Background: an optimization exercise with open tools, aiming at small area, a short achievable clock period and few clock cycles. Do not read the settings as production practice. Only simulation tests tie the RTL to the original design; equivalence was not proved. Power is estimated from default activity; no workload was simulated.

## job 6118
Design indexed_insert_erase_array_top, start of the top module:
module indexed_insert_erase_array_top #(
    parameter int DEPTH = 16
) (
    input  logic         i_clk,
    input  logic         i_rst_n,
    input  logic         i_req_valid,
    output logic         o_req_ready,
    input  logic [1:0]   i_req_kind,
    input  logic [4:0]   i_req_index,
    input  logic [31:0]  i_req_write_data,
    output logic         o_rsp_valid,
    input  logic         i_rsp_ready,
    output logic [31:0]  o_rsp_read_data,
    output logic [1:0]   o_rsp_status,
    output logic [4:0]   o_rsp_entry_count
);
    logic        r_ready;
    logic        e_valid;
    logic        e_rd, e_ins, e_era;
    logic [4:0]  e_idx;
    logic [15:0] e_ge;       
    logic [31:0] e_wdata;
    logic [4:0]  r_count;
    logic [15:0] r_occ;      
    logic [3:0]  r_perm [16];
    logic [31:0] r_data [16];
    logic        q0_valid, q1_valid;
    logic [15:0] q0_sel;     
    logic        q1_ok;
    logic        q0_fail,  q1_fail;
    logic [3:0]  q1_slot;
    logic [1:0]  q0_status, q1_status;
    logic [4:0]  q0_count, q1_count;
    logic        o_valid;
    logic [31:0] o_rdata;
    logic [1:0]  o_status;
    logic [4:0]  o_count;
    logic        exec;
    logic        is_rd, is_ins, is_era;
    logic        empty, full;
    logic        idx_lt_n, idx_le_n;
    logic [1:0]  e_status;
    logic [4:0]  e_count;
    logic        ins_do, era_do;
    logic [3:0]  idx_slot;
    logic [3:0]  top_slot;
    logic        o_free, pop, push;
    assign exec   = e_valid && !q1_valid;
    assign is_rd  = e_rd;
    assign is_ins = e_ins;
    assign is_era = e_era;
    assign empty  = !r_occ[0];
    assign full   = r_occ[15];
    assign idx_lt_n = |(e_ge & r_occ);
  ...
Size in the first run: about 29000 sq um of cells after synthesis.
==> flow/config.mk <==
export PLATFORM = sky130hd
export DESIGN_NAME = indexed_insert_erase_array_top
export DESIGN_NICKNAME = indexed_insert_erase_array_top
export VERILOG_FILES = /design/flow/design.v
export SDC_FILE = /design/flow/constraint.sdc
export NUM_CORES = 4
export LEC_CHECK = 0
export ABC_AREA = 1
export CAP_MARGIN = 20
export CORE_MARGIN = 2
export CORE_UTILIZATION = 45
export CTS_CLUSTER_DIAMETER = 80
export CTS_CLUSTER_SIZE = 30
export SETUP_SLACK_MARGIN = 2.1
export SLEW_MARGIN = 20
==> flow/constraint.sdc <==
create_clock -name core_clock -period 4.0 [get_ports {i_clk}]
set_input_delay 0.8000 -clock core_clock [delete_from_list [all_inputs] [get_ports {i_clk}]]
set_output_delay 0.8000 -clock core_clock [all_outputs]
set_load 0.01 [all_outputs]
run.sh (not shown) runs the stock make flow with config.mk's settings and CLKGATE_MAP_FILE= SYNTH_SCRIPT=/design/flow/synth_recipe.tcl, a recipe that flattens the netlist after the stock synthesis.
Job 6118 finished end to end and its layout was clean on timing, DRC and antenna.
Testbench counts of job 6118, summed over its fixed seeds: cycles 4,824.
[inputs] job 8935 vs job 6118
--- a/flow/config.mk
+++ b/flow/config.mk
@@ -9,7 +9,7 @@
 export CAP_MARGIN = 20
 export CORE_MARGIN = 2
-export CORE_UTILIZATION = 45
+export CORE_UTILIZATION = 55
 export CTS_CLUSTER_DIAMETER = 80
 export CTS_CLUSTER_SIZE = 30
-export SETUP_SLACK_MARGIN = 2.1
+export SETUP_SLACK_MARGIN = 2.0
 export SLEW_MARGIN = 20
- Job 8935 against job 6118: final wirelength fell by 1.4%, mean number of vias per cell +0.31, hold path depth shows no meaningful change, largest stage delay on the critical path saw a decrease.
Here is what was changed in the inputs of job 1366 compared with job 8935.
--- a/flow/config.mk
+++ b/flow/config.mk
@@ -6,5 +6,4 @@
 export NUM_CORES = 4
 export LEC_CHECK = 0
-export ABC_AREA = 1
 export CAP_MARGIN = 20
 export CORE_MARGIN = 2
@@ -12,4 +11,4 @@
 export CTS_CLUSTER_DIAMETER = 80
 export CTS_CLUSTER_SIZE = 30
-export SETUP_SLACK_MARGIN = 2.0
+export SETUP_SLACK_MARGIN = 1.8
 export SLEW_MARGIN = 20
Findings:
- Diff job 1366 and job 8935: global-route met2 utilization lower in job 8935
- Post-route cell area: job 1366 better than job 8935
- Of job 1366 and job 8935, it is job 1366 that has the lower final worst setup slack.
- Job 8935 tops out at a higher clock frequency than job 1366.
> inputs changed (job 1366 -> job 9790)
--- a/flow/config.mk
+++ b/flow/config.mk
@@ -6,4 +6,5 @@
 export NUM_CORES = 4
 export LEC_CHECK = 0
+export ABC_AREA = 1
 export CAP_MARGIN = 20
 export CORE_MARGIN = 2
@@ -11,4 +12,5 @@
 export CTS_CLUSTER_DIAMETER = 80
 export CTS_CLUSTER_SIZE = 30
-export SETUP_SLACK_MARGIN = 1.8
+export GPL_ROUTABILITY_DRIVEN = 0
+export SETUP_SLACK_MARGIN = 2.1
 export SLEW_MARGIN = 20
### Flow results
The flow did not stop early for job 9790: all stages ran, and the layout cleared the timing, design-rule and antenna checks.
Diff job 1366 -> job 9790 | final cell count | up by more than 10%
Switching power of the nets was lower in job 1366 than in job 9790.
Between job 9790 and job 1366, it is job 9790 whose via count of the first global-routing pass is higher, by 3.9%.
Utilization | job 9790 above job 1366
Job 9790 vs job 1366 — global-route wire length before repair dropped about 2%.
Comparing job 1366 and job 9790, the higher TritonCTS buffer count was measured on job 1366.
Measured against job 1366, the layout buffer count excluding clock buffers of job 9790 comes out at 1.19 times the reference value.
Looking at worst IR drop on VDD across both flows, job 9790 is the weaker of the two, with job 1366 ahead.
[compare] base=job 1366 new=job 9790: area of the multi-input gates went up by 6.8%; final-layout fill cell count picked up an extra 143.
Latest clock arrival within the worst-skew pair: job 9790 vs job 1366 — no meaningful difference

---

== v6 ==
Another version of the RTL of indexed_insert_erase_array_top (not shown whole).
Size: ~2300 cells after synthesis, ~740 flip-flops, roughly 29000 um^2 of cells after synthesis.
make LEC_CHECK=0 ABC_AREA=1 CAP_MARGIN=20 CORE_MARGIN=2 CORE_UTILIZATION=55 CTS_CLUSTER_DIAMETER=80 CTS_CLUSTER_SIZE=30 SETUP_SLACK_MARGIN=1.8 SLEW_MARGIN=20 finish   # period 4.0 ns
v6 | status: complete | timing, DRC, antenna: pass
Testbench counts of v6, summed over its fixed seeds: cycles 4,824.
## Diff of input files: v7 against v6
- a change of SETUP_SLACK_MARGIN from 1.8 to 2.1
v7 vs. v6: post-route clock period utilization shows a reduction of 2.0 points; final design instance area without fill shows an increase of 2400 um^2. Relative to v6, number of cell instances on the worst register-to-register path increased by 3 in v7.

---

indexed_insert_erase_array_top with an RTL version that a note above also has.
For scale: ~730 flip-flops, about 84 I/O pins.
clock: 4.0 ns
lec_check: 0
abc_area: 1
cap_margin: 5
core_margin: 2
core_utilization: 55
cts_cluster_diameter: 80
cts_cluster_size: 30
setup_slack_margin: 2.1
slew_margin: 5
Testbench counts at the start, summed over its fixed seeds: cycles 4,824.
Change:
- CAP_MARGIN: 5 -> 20
- SETUP_SLACK_MARGIN: 2.1 -> 1.8
- SLEW_MARGIN: 5 -> 20
Result:
- The new run produced a clean layout
- cell area falls by a few percent
- via count decreases by a few percent
- maximum frequency falls by a little under a tenth
- sequential power is about the same
- global-route usage decreases by 0.74 points
- power goes up slightly
- wire length drops by a few percent
- clock-buffer cell count is lower by 3
- clock skew barely changes
- sequential share of layout area came out higher by 2.0 points
- die area stays the same
Change:
- ABC_AREA: 1 -> unset
- SETUP_SLACK_MARGIN: 1.8 -> 1.6
Outcome:
- clock skew goes up by 0.0067 ns
- routed wire length grows by 6.7%
- via count went down by 2.7%
- total power came out lower by 0.83%

---

Starting RTL as in the previous note.
clock: 4.0 ns
lec_check: 0
cap_margin: 20
core_margin: 2
core_utilization: 65
cts_cluster_diameter: 80
cts_cluster_size: 30
setup_slack_margin: 1.8
slew_margin: 20
The baseline passed the timing, design-rule and antenna checks.
Testbench counts at the start, summed over its fixed seeds: cycles 4,824.
Edit:
- ABC_AREA: default -> 1
- CORE_UTILIZATION: 65 -> 55
- PLACE_DENSITY: default -> 0.75
- SETUP_SLACK_MARGIN: 1.8 -> 2.1
Result:
- total power falls by 0.37%
- final cell count rises by 24%
- worst hold slack barely changes
- wire length came out lower by 0.68%
- final area climbs by 5.4%
- critical path depth went down by 7
- clock power came out lower by about 5%
Edit:
- PLACE_DENSITY: 0.75 -> default
Outcome: Clock power rose by about a fifth; global-route usage rose by 1.1 points; sequential power hardly moves; via count fell by a few percent; total power rose by a few percent.
Edit:
- ABC_AREA: 1 -> default
After rerunning: Setup slack gets worse by 0.39 ns. Core utilization went up by 3.2 points. Flip-flop and latch count does not change. Global-route usage went up by 2.6 points. Final area went up by about 2.7%. Routed wire length went up by 12%. Combinational power went down by 3.4%. Non-clock buffer count went up by 65.
Edit:
- ABC_AREA: default -> 1
- SETUP_SLACK_MARGIN: 2.1 -> 2.2
Effect: Critical path depth grows by 4; utilization shrinks by 2.3 points; clock skew grows by 0.0095 ns; design area shrinks by about 1.2%; sequential cell count does not change; setup slack improved by 0.34 ns; hold slack stays flat.

-- port drivers added, routing unchanged --
No port has a modelled driver above. Below, the same layouts with a new extraction and two added sets of constraints.
Step 1: set_driving_cell puts a clkbuf_16 on i_clk and a buf_2 on each other input, an assumption about the parent block.
Step 2 times the ports against the registers' clock, not the clock port: input delays grow and output delays shrink by t, the midpoint of the rising clock arrivals with the driver on.
Slacks: no drivers / after step 1 / after step 2; pairs: no drivers / after step 1.
| run | t (ns) | setup WS [ns] | hold slack, ns | slew at the worst register clock pin (ns) | pins driven straight from the clock port |
|---|---|---|---|---|---|
| job 6118 | 0.663 | 1.999 / 1.937 / 1.615 | 0.421 / 0.421 / 0.421 | 0.11 / 0.11 | 1 |
| job 8935 | 0.633 | 2.036 / 2.023 / 1.566 | 0.434 / 0.434 / 0.434 | 0.11 / 0.11 | 1 |
| job 1366 | 0.641 | 1.724 / 1.724 / 1.570 | 0.432 / 0.432 / 0.432 | 0.11 / 0.11 | 1 |
| job 9790 | 0.643 | 2.058 / 1.998 / 1.562 | 0.430 / 0.430 / 0.430 | 0.11 / 0.11 | 1 |
| v6 | 0.645 | 1.833 / 1.777 / 1.237 | 0.423 / 0.423 / 0.423 | 0.11 / 0.11 | 1 |
| v7 | 0.644 | 1.914 / 1.903 / 1.413 | 0.426 / 0.426 / 0.426 | 0.11 / 0.11 | 1 |
| the first run of note 3 | 0.648 | 2.023 / 2.002 / 1.566 | 0.427 / 0.427 / 0.427 | 0.11 / 0.11 | 1 |
| the second run of note 3 | 0.639 | 1.858 / 1.857 / 1.540 | 0.430 / 0.430 / 0.430 | 0.11 / 0.11 | 1 |
| the third run of note 3 | 0.643 | 1.618 / 1.618 / 1.411 | 0.432 / 0.432 / 0.432 | 0.11 / 0.11 | 1 |
| the first run of note 4 | 0.693 | 1.629 / 1.629 / 1.430 | 0.436 / 0.436 / 0.436 | 0.12 / 0.12 | 1 |
| the second run of note 4 | 0.694 | 1.958 / 1.900 / 1.486 | 0.438 / 0.438 / 0.438 | 0.11 / 0.11 | 1 |
| the third run of note 4 | 0.645 | 2.067 / 2.008 / 1.504 | 0.428 / 0.428 / 0.428 | 0.11 / 0.11 | 1 |
| the fourth run of note 4 | 0.651 | 1.673 / 1.673 / 1.657 | 0.425 / 0.425 / 0.425 | 0.11 / 0.11 | 1 |
| the fifth run of note 4 | 0.650 | 2.009 / 1.953 / 1.662 | 0.428 / 0.428 / 0.428 | 0.12 / 0.12 | 1 |
After both steps every run listed still meets setup and hold. The setup slack of v6, which loses most, moves by -0.056 ns with the drivers and by -0.596 ns with both steps.
